This design comes from an exercise in tuning for small area, a short achievable clock period and few clock cycles per item on the open sky130 flow, not from production work.
At most, simulation tests tie the RTL to the original design; equivalence was not proved.
The clock port is modelled as an ideal driver, which makes a skipped or thinned clock tree look cheaper than it is; a real chip needs a root buffer or a tree.

==> run G <==
==> flow/design.v <==
`default_nettype none
package rhss_pkg;
  localparam int BYTE_W        = 8;
  localparam int POSITION_W    = 32;
  localparam int LENGTH_W      = 6;
  localparam int CFG_DATA_W    = 64;
  localparam int CFG_INDEX_W   = 3;
  localparam int PATTERN_WORDS = 4;
  localparam int MAX_PATTERN   = 32;
  localparam logic [CFG_INDEX_W-1:0] REG_PATTERN_LENGTH = 3'd0;
endpackage
`default_nettype wire
`default_nettype none
import rhss_pkg::*;
module rolling_hash_string_search (
  input  wire logic                   clk,
  input  wire logic                   rst,
  input  wire logic                   cfg_write_enable,
  input  wire logic [rhss_pkg::CFG_INDEX_W-1:0] cfg_index,
  input  wire logic [rhss_pkg::CFG_DATA_W-1:0]  cfg_data,
  input  wire logic                   text_valid,
  output wire logic                   text_ready,
  input  wire logic [rhss_pkg::BYTE_W-1:0]      text_byte,
  input  wire logic                   text_last,
  output wire logic                   result_valid,
  input  wire logic                   result_ready,
  output wire logic                   result_found,
  output wire logic [rhss_pkg::POSITION_W-1:0]  result_position
);
  logic [CFG_DATA_W-1:0]    pat_word [PATTERN_WORDS];
  logic [PATTERN_WORDS-1:0] word_set;      
  logic [4:0]               len_m1;        
  logic                     s1_valid;
  logic [BYTE_W-1:0]        s1_byte;
  logic                     s1_last;
  logic                     first;         
  logic [MAX_PATTERN-1:0]   mvec;
  logic                     s2_valid;
  logic                     s2_last;
  logic                     s2_first;
  logic                     after_first;   
  logic                     matched;       
  logic                     out_valid;
  logic                     out_found;
  logic [POSITION_W-1:0]    pos;           
  logic                     ready_q;
  logic [PATTERN_WORDS-1:0] wr_en;
  always_comb begin
    for (int w = 0; w < PATTERN_WORDS; w++) begin
      wr_en[w] = cfg_write_enable && cfg_index == CFG_INDEX_W'(w + 1);
    end
  end
  always_ff @(posedge clk) begin
    for (int w = 0; w < PATTERN_WORDS; w++) begin
      if (wr_en[w]) pat_word[w] <= cfg_data;
    end
  end
  logic                     hit;
  logic                     need;
  logic                     writes;
  logic                     stall;
  logic                     go;
  logic                     zero_pos;
  logic [POSITION_W-1:0]    pos_cur;
  assign hit    = mvec[len_m1];
  assign need   = s2_valid && !matched;
  assign writes = !s2_first || hit || s2_last;
  assign stall  = need && writes && out_valid;
  assign go     = need && writes && !stall;
  assign pos_cur  = after_first ? (POSITION_W'(1) - POSITION_W'(len_m1)) : (pos + POSITION_W'(1));
  assign zero_pos = s2_first || (s2_last && !hit);
  logic                     take;
  logic                     adv;
  logic [MAX_PATTERN-1:0]   eq;
  logic [MAX_PATTERN-1:0]   mvec_new;
  assign take = text_valid && ready_q;
  assign adv  = s1_valid && !stall;
  always_comb begin
    for (int k = 0; k < MAX_PATTERN; k++) begin
      eq[k] = word_set[k/8] ? (s1_byte == pat_word[k/8][(k%8)*8 +: 8]) : (s1_byte == 8'd0);
    end
    mvec_new = eq & {mvec[MAX_PATTERN-2:0] & {(MAX_PATTERN-1){!first}}, 1'b1};
  end
  logic out_valid_nx;
  logic s1_valid_nx;
  logic s2_valid_nx;
  logic s2_first_nx;
  logic s2_last_nx;
  logic matched_nx;
  always_comb begin
    out_valid_nx = out_valid && !result_ready;
    if (go && (hit || s2_last)) out_valid_nx = 1'b1;
    s1_valid_nx = take || (s1_valid && stall);
    s2_valid_nx = stall ? s2_valid : s1_valid;
    s2_first_nx = stall ? s2_first : first;
    s2_last_nx  = stall ? s2_last : s1_last;
    matched_nx  = matched;
    if (s2_valid && !stall) begin
      if (s2_last) matched_nx = 1'b0;
      else if (need && hit) matched_nx = 1'b1;
    end
  end
  always_ff @(posedge clk) begin
    if (rst) begin
      word_set  <= '0;
      len_m1    <= '0;
      s1_valid  <= 1'b0;
      first     <= 1'b1;
      s2_valid  <= 1'b0;
      matched   <= 1'b0;
      out_valid <= 1'b0;
      ready_q   <= 1'b1;
    end else begin
      word_set <= word_set | wr_en;
      if (cfg_write_enable && cfg_index == REG_PATTERN_LENGTH) begin
        if (cfg_data[5:0] == 6'd0) len_m1 <= 5'd0;
        else if (cfg_data[5]) len_m1 <= 5'd31;
        else len_m1 <= cfg_data[4:0] - 5'd1;
      end
      s1_valid  <= s1_valid_nx;
      if (adv) first <= s1_last;
      s2_valid  <= s2_valid_nx;
      matched   <= matched_nx;
      out_valid <= out_valid_nx;
      ready_q   <= !(s1_valid_nx && out_valid_nx && s2_valid_nx && !matched_nx &&
                     (!s2_first_nx || len_m1 == 5'd0 || s2_last_nx));
    end
  end
  always_ff @(posedge clk) begin
    if (!(s1_valid && stall)) begin
      s1_byte <= text_byte;
      s1_last <= text_last;
    end
    if (adv) begin
      mvec     <= mvec_new;
      s2_last  <= s1_last;
      s2_first <= first;
    end
    if (s2_valid && !stall) after_first <= s2_first;
    out_found <= (out_found && !go) || (hit && go && s2_valid);
    pos       <= (pos & {POSITION_W{!go}}) | (pos_cur & {POSITION_W{go && !zero_pos}});
  end
  assign text_ready      = ready_q;
  assign result_valid    = out_valid;
  assign result_found    = out_found;
  assign result_position = pos;
endmodule
`default_nettype wire
==> flow/flow/run.sh <==
#!/bin/bash
set -euo pipefail
source flow/settings.sh
bash standard.sh "${ARGS[@]}" cts > make_cts.log 2>&1
openroad -no_init -exit flow/clock_root.tcl > clock_root.log 2>&1
bash standard.sh "${ARGS[@]}" finish > make_finish.log 2>&1
==> flow/flow/clock_root.tcl <==
set odb_file orfs/results/sky130hd/rolling_hash_string_search/base/4_cts.odb
read_db $odb_file
set block [ord::get_db_block]
set port_net [[$block findBTerm clk] getNet]
set iterms [$port_net getITerms]
if {[llength $iterms] != 1} {
  puts "clock port drives [llength $iterms] pins; tree left as is"
} else {
  set root [[lindex $iterms 0] getInst]
  set out_net [[$root findITerm X] getNet]
  set loads {}
  foreach it [$out_net getITerms] {
    if {[$it getInst] != $root} { lappend loads $it }
  }
  if {[llength $loads] > 4} {
    puts "root buffer [$root getName] drives [llength $loads] pins; tree left as is"
  } else {
    foreach it $loads {
      puts "moving [[$it getInst] getName]/[[$it getMTerm] getName] to the clock port"
      $it disconnect
      $it connect $port_net
    }
    puts "removing root buffer [$root getName] ([[$root getMaster] getName])"
    odb::dbInst_destroy $root
    odb::dbNet_destroy $out_net
    write_db $odb_file
  }
}
==> flow/flow/settings.sh <==
# Extra ORFS make settings for standard.sh
ARGS=(
  SETUP_SLACK_MARGIN=8.0
  REMOVE_ABC_BUFFERS=1
  "CTS_ARGS=-sink_clustering_enable -repair_clock_nets -sink_clustering_size 25 -sink_clustering_max_diameter 120 -dont_use_dummy_load"
  "BUFFER_PORTS_ARGS=-buffer_cell sky130_fd_sc_hd__buf_1"
)
==> flow/standard.sh <==
#!/bin/bash
# synth_recipe.tcl (not shown) runs the flow's synth.tcl, then flattens the netlist and writes it again
# the make line also repeats each setting of config.mk as NAME=value (left out here)
make -C /OpenROAD-flow-scripts/flow DESIGN_CONFIG=/design/flow/config.mk WORK_HOME=/design/flow/orfs CLKGATE_MAP_FILE= SYNTH_SCRIPT=/design/flow/synth_recipe.tcl "${@:-finish}"
==> flow/config.mk <==
export PLATFORM = sky130hd
export DESIGN_NAME = rolling_hash_string_search
export DESIGN_NICKNAME = rolling_hash_string_search
export VERILOG_FILES = /design/flow/design.v
export SDC_FILE = /design/flow/constraint.sdc
export NUM_CORES = 4
export LEC_CHECK = 0
export CAP_MARGIN = 20
export CORE_MARGIN = 2
export CORE_UTILIZATION = 55
export PLACE_DENSITY = 0.8
export SLEW_MARGIN = 20
==> flow/constraint.sdc <==
create_clock -name core_clock -period 11.0 [get_ports {clk}]
set_input_delay 2.2000 -clock core_clock [delete_from_list [all_inputs] [get_ports {clk}]]
set_output_delay 2.2000 -clock core_clock [all_outputs]
set_load 0.01 [all_outputs]
==> inputs of run P, as changes to run G <==
==> flow/design.v (replaced) <==
`default_nettype none
package rhss_pkg;
  localparam int BYTE_W        = 8;
  localparam int POSITION_W    = 32;
  localparam int LENGTH_W      = 6;
  localparam int CFG_DATA_W    = 64;
  localparam int CFG_INDEX_W   = 3;
  localparam int PATTERN_WORDS = 4;
  localparam int MAX_PATTERN   = 32;
  localparam logic [CFG_INDEX_W-1:0] REG_PATTERN_LENGTH = 3'd0;
endpackage
`default_nettype wire
`default_nettype none
import rhss_pkg::*;
module rolling_hash_string_search (
  input  wire logic                   clk,
  input  wire logic                   rst,
  input  wire logic                   cfg_write_enable,
  input  wire logic [rhss_pkg::CFG_INDEX_W-1:0] cfg_index,
  input  wire logic [rhss_pkg::CFG_DATA_W-1:0]  cfg_data,
  input  wire logic                   text_valid,
  output wire logic                   text_ready,
  input  wire logic [rhss_pkg::BYTE_W-1:0]      text_byte,
  input  wire logic                   text_last,
  output wire logic                   result_valid,
  input  wire logic                   result_ready,
  output wire logic                   result_found,
  output wire logic [rhss_pkg::POSITION_W-1:0]  result_position
);
  logic [CFG_DATA_W-1:0]    pat_word [PATTERN_WORDS];
  logic [4:0]               len_m1;        
  logic                     in_valid;
  logic [BYTE_W-1:0]        in_byte;
  logic                     in_last;
  logic [MAX_PATTERN-1:0]   mvec;
  logic                     first;         
  logic                     matched;       
  logic                     out_valid;
  logic                     out_found;
  logic [POSITION_W-1:0]    pos;           
  logic                     ready_q;
  logic [CFG_DATA_W-1:0]    wr_data;
  logic [PATTERN_WORDS-1:0] wr_en;
  assign wr_data = cfg_data & {CFG_DATA_W{!rst}};
  always_comb begin
    for (int w = 0; w < PATTERN_WORDS; w++) begin
      wr_en[w] = rst || (cfg_write_enable && cfg_index == CFG_INDEX_W'(w + 1));
    end
  end
  always_ff @(posedge clk) begin
    for (int w = 0; w < PATTERN_WORDS; w++) begin
      if (wr_en[w]) pat_word[w] <= wr_data;
    end
  end
  logic                     take;
  logic [MAX_PATTERN-1:0]   eq;
  logic [MAX_PATTERN-1:0]   mvec_new;
  logic                     hit;
  logic                     need;
  logic                     stall;
  logic                     go;
  logic                     adv;
  logic [POSITION_W-1:0]    pos_cur;
  assign take = text_valid && ready_q;
  always_comb begin
    for (int k = 0; k < MAX_PATTERN; k++) begin
      eq[k] = (in_byte == pat_word[k/8][(k%8)*8 +: 8]);
    end
    mvec_new = eq & {mvec[MAX_PATTERN-2:0] & {(MAX_PATTERN-1){!first}}, 1'b1};
  end
  assign hit     = mvec_new[len_m1];
  assign need    = in_valid && !matched;
  assign stall   = need && out_valid && !result_ready;
  assign go      = need && !stall;
  assign adv     = in_valid && !stall;
  assign pos_cur = first ? (POSITION_W'(0) - POSITION_W'(len_m1)) : pos;
  logic out_valid_nx;
  logic in_valid_nx;
  logic matched_nx;
  always_comb begin
    out_valid_nx = out_valid && !result_ready;
    if (go && (hit || in_last)) out_valid_nx = 1'b1;
    in_valid_nx = take || (in_valid && stall);
    matched_nx  = matched;
    if (adv) begin
      if (in_last) matched_nx = 1'b0;
      else if (need && hit) matched_nx = 1'b1;
    end
  end
  always_ff @(posedge clk) begin
    if (rst) begin
      len_m1    <= '0;
      in_valid  <= 1'b0;
      first     <= 1'b1;
      matched   <= 1'b0;
      out_valid <= 1'b0;
      ready_q   <= 1'b1;
    end else begin
      if (cfg_write_enable && cfg_index == REG_PATTERN_LENGTH) begin
        if (cfg_data[5:0] == 6'd0) len_m1 <= 5'd0;
        else if (cfg_data[5]) len_m1 <= 5'd31;
        else len_m1 <= cfg_data[4:0] - 5'd1;
      end
      in_valid  <= in_valid_nx;
      if (adv) first <= in_last;
      matched   <= matched_nx;
      out_valid <= out_valid_nx;
      ready_q   <= !(out_valid_nx && in_valid_nx && !matched_nx);
    end
  end
  always_ff @(posedge clk) begin
    if (!stall) begin
      in_byte <= text_byte;
      in_last <= text_last;
    end
    if (adv) mvec <= mvec_new;
    if (go) begin
      if (hit) begin
        out_found <= 1'b1;
        pos       <= pos_cur;
      end else if (in_last) begin
        out_found <= 1'b0;
        pos       <= '0;
      end else begin
        pos       <= pos_cur + POSITION_W'(1);
      end
    end
  end
  assign text_ready      = ready_q;
  assign result_valid    = out_valid;
  assign result_found    = out_found;
  assign result_position = pos;
endmodule
`default_nettype wire
==> flow/flow/run.sh (replaced) <==
#!/bin/bash
# The standard layout (the standard.sh, standard synthesis unchanged) with extra
# ORFS make settings read from flow/knobs.txt: timing repair aims past the clock period
# so the achieved period (clock period less setup slack) shrinks.
set -euo pipefail
read -r -a KNOBS < flow/knobs.txt
bash standard.sh "${KNOBS[@]}" finish > make_finish.log 2>&1
==> flow/flow/knobs.txt (new file) <==
SETUP_SLACK_MARGIN=8 REMOVE_ABC_BUFFERS=1
--- a/flow/config.mk
+++ b/flow/config.mk
@@ -8,5 +8,4 @@
 export CAP_MARGIN = 20
 export CORE_MARGIN = 2
-export CORE_UTILIZATION = 55
-export PLACE_DENSITY = 0.8
+export CORE_UTILIZATION = 40
 export SLEW_MARGIN = 20
removed: flow/flow/clock_root.tcl
removed: flow/flow/settings.sh
==> summary of the runs <==
- Die area: run G is smaller than run P (about 30%).
- Of run P and run G, run P has the higher final area (gap about 27%, measured against run G).
- Of run P and run G, run G has the higher worst setup slack (gap 0.39 ns).
- Between run P and run G, the lower synthesized cell count is in run G (gap 12%, measured against run G).
Testbench counts of run G, summed over its fixed seeds: cycles 37,214, bytes 37,092.
For run P, only the layout was checked, not whether the RTL still works.

separate check: timing with driven ports:
No port has a modelled driver above. Below, the same layouts with a new extraction and two added sets of constraints. Step 1: set_driving_cell puts a clkbuf_16 on clk and a buf_2 on each other input, an assumption about the parent block. Step 2 times the ports against the registers' clock, not the clock port: input delays grow and output delays shrink by t, the midpoint of the rising clock arrivals with the driver on. Three values: ideal ports, drivers, drivers and shift; two values: the first two.
| run | t, ns | slack for setup (ns) | worst data-port slew with drivers (ns) |
|---|---|---|---|
| run G | 0.433 | 7.972 / 7.906 / 7.531 | 0.08 |
| run P | 0.600 | 7.580 / 7.543 / 7.431 | 0.04 |
After both steps every run listed still meets setup and hold. The setup slack of run G, which loses most, moves by -0.066 ns with the drivers and by -0.441 ns with both steps.
